From an optimization exercise on the open Yosys and OpenROAD flow, aimed at small area and a short achievable clock period; shortcuts taken in it are not production practice. No activity file was given, so power comes from the tool's default toggle rates.

Design norm_rnd, start of the top module:
module norm_rnd
(
    input  wire          clk,
    input  wire          reset,
    input  wire  [105:0] fract_in,
    input  wire  [10:0]  exp_in,
    input  wire          sign,
    input  wire  [1:0]   r_mode,
    output logic [52:0]  fract_out,
    output logic [10:0]  exp_out,
    output logic         dn_out,
    output logic         ine_out,
    output logic         overflow_out,
    output logic         infinite_out
);
==> module normalizer, before the edit <==
module normalizer
(
    input  wire  [105:0] fract_in,
    input  wire  [10:0]  exp_in,
    output logic [52:0]  trunc_out,    
    output logic         guard_out,    
    output logic         sticky_out,   
    output logic [10:0]  exp_out,      
    output logic [10:0]  exp_inc_out,  
    output logic         denorm_out,
    output logic         kill_out,     
    output logic         exp_ovf_out,  
    output logic         exp_top_out   
);
    logic [10:0]  e1;        
    logic         e1_big;    
    logic [6:0]   e2;        
    logic [6:0]   sh;        
    logic [7:0]   at_e1;     
    assign e1     = {exp_in[10:1], exp_in[0] | ~|exp_in[10:1]};
    assign e1_big = |e1[10:7] | (e1[6:0] >= 7'd106);
    assign e2     = e1_big ? 7'd106 : e1[6:0];
    logic [105:0] p6, p5, p4, p3, p2, p1, p0;
    logic [5:0]   drop;
    always_comb
    begin
        at_e1[7] = 1'b1;
        sh[6]    = ~|fract_in[105:42] & (~at_e1[7] | e2[6]);
        at_e1[6] = at_e1[7] & (sh[6] == e2[6]);
        for (int i = 0; i < 106; i++)
            p6[i] = (i >= 64) ? (fract_in[i] | (sh[6] & fract_in[i-64])) :
                    (i >= 42) ? fract_in[i] : (fract_in[i] & ~sh[6]);
        sh[5]    = ~|p6[105:74] & (~at_e1[6] | e2[5]);
        at_e1[5] = at_e1[6] & (sh[5] == e2[5]);
        for (int i = 0; i < 106; i++)
            p5[i] = (i >= 74) ? (p6[i] | (sh[5] & p6[i-32])) :
                    (i >= 32) ? (sh[5] ? p6[i-32] : p6[i]) : (p6[i] & ~sh[5]);
        sh[4]    = ~|p5[105:90] & (~at_e1[5] | e2[4]);
        at_e1[4] = at_e1[5] & (sh[4] == e2[4]);
        for (int i = 0; i < 106; i++)
            p4[i] = (i >= 90) ? (p5[i] | (sh[4] & p5[i-16])) :
                    (i >= 16) ? (sh[4] ? p5[i-16] : p5[i]) : (p5[i] & ~sh[4]);
        sh[3]    = ~|p4[105:98] & (~at_e1[4] | e2[3]);
        at_e1[3] = at_e1[4] & (sh[3] == e2[3]);
        for (int i = 0; i < 106; i++)
            p3[i] = (i >= 98) ? (p4[i] | (sh[3] & p4[i-8])) :
                    (i >= 8)  ? (sh[3] ? p4[i-8] : p4[i]) : (p4[i] & ~sh[3]);
        sh[2]    = ~|p3[105:102] & (~at_e1[3] | e2[2]);
        at_e1[2] = at_e1[3] & (sh[2] == e2[2]);
        for (int i = 0; i < 106; i++)
            p2[i] = (i >= 102) ? (p3[i] | (sh[2] & p3[i-4])) :
                    (i >= 4)   ? (sh[2] ? p3[i-4] : p3[i]) : (p3[i] & ~sh[2]);
        sh[1]    = ~|p2[105:104] & (~at_e1[2] | e2[1]);
        at_e1[1] = at_e1[2] & (sh[1] == e2[1]);
        for (int i = 0; i < 106; i++)
            p1[i] = (i >= 104) ? (p2[i] | (sh[1] & p2[i-2])) :
                    (i >= 2)   ? (sh[1] ? p2[i-2] : p2[i]) : (p2[i] & ~sh[1]);
        sh[0]    = ~p1[105] & (~at_e1[1] | e2[0]);
        at_e1[0] = at_e1[1] & (sh[0] == e2[0]);
        for (int i = 0; i < 106; i++)
            p0[i] = (i >= 105) ? (p1[i] | (sh[0] & p1[i-1])) :
                    (i >= 1)   ? (sh[0] ? p1[i-1] : p1[i]) : (p1[i] & ~sh[0]);
        drop[5] = ~sh[5] & (|p6[20:1] | (p6[0] & |sh[4:0]));
        drop[4] = ~sh[4] & |p5[36:21];
        drop[3] = ~sh[3] & |p4[44:37];
        drop[2] = ~sh[2] & |p3[48:45];
        drop[1] = ~sh[1] & |p2[50:49];
        drop[0] = ~sh[0] & p1[51];
    end
    assign trunc_out   = p0[105:53];
    assign guard_out   = p0[52];
    assign sticky_out  = |drop;
    assign denorm_out  = ~p0[105] & ~(~|fract_in & e1_big);
    assign exp_out     = exp_in + 11'd1 - {4'b0, sh};
    assign exp_inc_out = exp_in + 11'd2 - {4'b0, sh};
    assign kill_out    = ~|exp_in & ~fract_in[105] & ~fract_in[104];
    assign exp_ovf_out = fract_in[105] & (&exp_in[10:1]);
    assign exp_top_out = (&exp_in[10:2]) &
                         ((fract_in[105] & (exp_in[1:0] == 2'd1 | exp_in[1:0] == 2'd2)) |
                          (~fract_in[105] & fract_in[104] & exp_in[1]) |
                          (fract_in[105:103] == 3'b001 & exp_in[1:0] == 2'd3));
endmodule
clock: 14.0 ns
lec_check: 0
abc_area: 1
cap_margin: 20
core_margin: 2
core_utilization: 30
setup_slack_margin: 5
slew_margin: 20
tns_end_percent: 100
standard.sh (not shown) runs the stock make flow with config.mk's settings and CLKGATE_MAP_FILE= SYNTH_SCRIPT=/design/flow/synth_recipe.tcl, a recipe that flattens the netlist after the stock synthesis.
==> flow/flow/run.sh <==
#!/bin/bash
# The standard layout, with plain buf_1 cells as the port buffers instead of
# the delay cells buffer_ports picks by default. Every port still gets its
# own buffer.
set -euo pipefail
export BUFFER_PORTS_ARGS="-buffer_cell sky130_fd_sc_hd__buf_1"
bash standard.sh > standard_flow.log 2>&1
Rerun with:
--- a/flow/design.v
+++ b/flow/design.v
@@ -64,68 +64,57 @@
     output logic         kill_out,     
     output logic         exp_ovf_out,  
     output logic         exp_top_out   
 );
     logic [10:0]  e1;        
-    logic         e1_big;    
-    logic [6:0]   e2;        
+    logic [105:0] stop;      
     logic [6:0]   sh;        
-    logic [7:0]   at_e1;     
-    assign e1     = {exp_in[10:1], exp_in[0] | ~|exp_in[10:1]};
-    assign e1_big = |e1[10:7] | (e1[6:0] >= 7'd106);
-    assign e2     = e1_big ? 7'd106 : e1[6:0];
+    logic         fzero;
+    assign e1 = {exp_in[10:1], exp_in[0] | ~|exp_in[10:1]};
+    always_comb
+    begin
+        for (int i = 0; i < 106; i++)
+            stop[i] = ~|e1[10:7] & (e1[6:0] == 7'(105 - i));
+    end
+    lead_zero_count u_lzc
+    (
+        .fract (fract_in | stop),
+        .count (sh)
+    );
     logic [105:0] p6, p5, p4, p3, p2, p1, p0;
     logic [5:0]   drop;
     always_comb
     begin
-        at_e1[7] = 1'b1;
-        sh[6]    = ~|fract_in[105:42] & (~at_e1[7] | e2[6]);
-        at_e1[6] = at_e1[7] & (sh[6] == e2[6]);
         for (int i = 0; i < 106; i++)
+        begin
             p6[i] = (i >= 64) ? (fract_in[i] | (sh[6] & fract_in[i-64])) :
                     (i >= 42) ? fract_in[i] : (fract_in[i] & ~sh[6]);
-        sh[5]    = ~|p6[105:74] & (~at_e1[6] | e2[5]);
-        at_e1[5] = at_e1[6] & (sh[5] == e2[5]);
-        for (int i = 0; i < 106; i++)
             p5[i] = (i >= 74) ? (p6[i] | (sh[5] & p6[i-32])) :
                     (i >= 32) ? (sh[5] ? p6[i-32] : p6[i]) : (p6[i] & ~sh[5]);
-        sh[4]    = ~|p5[105:90] & (~at_e1[5] | e2[4]);
-        at_e1[4] = at_e1[5] & (sh[4] == e2[4]);
-        for (int i = 0; i < 106; i++)
             p4[i] = (i >= 90) ? (p5[i] | (sh[4] & p5[i-16])) :
                     (i >= 16) ? (sh[4] ? p5[i-16] : p5[i]) : (p5[i] & ~sh[4]);
-        sh[3]    = ~|p4[105:98] & (~at_e1[4] | e2[3]);
-        at_e1[3] = at_e1[4] & (sh[3] == e2[3]);
-        for (int i = 0; i < 106; i++)
             p3[i] = (i >= 98) ? (p4[i] | (sh[3] & p4[i-8])) :
                     (i >= 8)  ? (sh[3] ? p4[i-8] : p4[i]) : (p4[i] & ~sh[3]);
-        sh[2]    = ~|p3[105:102] & (~at_e1[3] | e2[2]);
-        at_e1[2] = at_e1[3] & (sh[2] == e2[2]);
-        for (int i = 0; i < 106; i++)
             p2[i] = (i >= 102) ? (p3[i] | (sh[2] & p3[i-4])) :
                     (i >= 4)   ? (sh[2] ? p3[i-4] : p3[i]) : (p3[i] & ~sh[2]);
-        sh[1]    = ~|p2[105:104] & (~at_e1[2] | e2[1]);
-        at_e1[1] = at_e1[2] & (sh[1] == e2[1]);
-        for (int i = 0; i < 106; i++)
             p1[i] = (i >= 104) ? (p2[i] | (sh[1] & p2[i-2])) :
                     (i >= 2)   ? (sh[1] ? p2[i-2] : p2[i]) : (p2[i] & ~sh[1]);
-        sh[0]    = ~p1[105] & (~at_e1[1] | e2[0]);
-        at_e1[0] = at_e1[1] & (sh[0] == e2[0]);
-        for (int i = 0; i < 106; i++)
             p0[i] = (i >= 105) ? (p1[i] | (sh[0] & p1[i-1])) :
                     (i >= 1)   ? (sh[0] ? p1[i-1] : p1[i]) : (p1[i] & ~sh[0]);
+        end
         drop[5] = ~sh[5] & (|p6[20:1] | (p6[0] & |sh[4:0]));
         drop[4] = ~sh[4] & |p5[36:21];
         drop[3] = ~sh[3] & |p4[44:37];
         drop[2] = ~sh[2] & |p3[48:45];
         drop[1] = ~sh[1] & |p2[50:49];
         drop[0] = ~sh[0] & p1[51];
     end
     assign trunc_out   = p0[105:53];
     assign guard_out   = p0[52];
     assign sticky_out  = |drop;
-    assign denorm_out  = ~p0[105] & ~(~|fract_in & e1_big);
+    assign fzero       = ~|fract_in;
+    assign denorm_out  = ~p0[105] & ~(fzero & (|e1[10:7] | (e1[6:0] >= 7'd106)));
     assign exp_out     = exp_in + 11'd1 - {4'b0, sh};
     assign exp_inc_out = exp_in + 11'd2 - {4'b0, sh};
     assign kill_out    = ~|exp_in & ~fract_in[105] & ~fract_in[104];
     assign exp_ovf_out = fract_in[105] & (&exp_in[10:1]);
     assign exp_top_out = (&exp_in[10:2]) &
Final cell count rose by a few percent.
Worst hold slack got worse by 0.20 ns.
Maximum frequency rose slightly.
Worst setup slack improved by 0.15 ns.
Area after synthesis rose by roughly a tenth.
Non-clock buffer count fell by 64.
Sequential share of layout area rose by 0.16 points.
Global-route usage rose by 2.5 points.
Power fell by a few percent.
Clock power fell by roughly a tenth.
No functional check of the RTL was part of any run of this note.

-- afterwards: timing with drivers on the ports --
How much do the figures lean on ideal ports? The routed layouts below were timed once more, with nothing changed but the port constraints.
Step 1 (the two cells are an assumption about what drives the block):
set clk [get_ports {clk}]
set_driving_cell -lib_cell sky130_fd_sc_hd__clkbuf_16 $clk
set_driving_cell -lib_cell sky130_fd_sc_hd__buf_2 [delete_from_list [all_inputs] $clk]
Step 2 moves the port delays by t, midway between the first and last clock arrival at a register: inputs arrive t later, outputs are due t later. That takes back most of the time a late clock gives input paths.
a / b / c = ideal ports / drivers / drivers and shift; a / b = the first two.
| run | shift t [ns] | setup slack, ns | worst setup path at the end | worst register clock-pin slew, ns | pins driven straight from the clock port |
|---|---|---|---|---|---|
| the first run | 0.380 | 5.181 / 5.195 / 4.815 | input to register | 0.06 / 0.06 | 1 |
| the second run | 0.382 | 5.334 / 5.348 / 4.966 | input to register | 0.06 / 0.06 | 1 |
After both steps setup and hold are still met in every run listed. The setup slack of the second run, which loses most, moves by +0.014 ns with the drivers and by -0.368 ns with both steps.
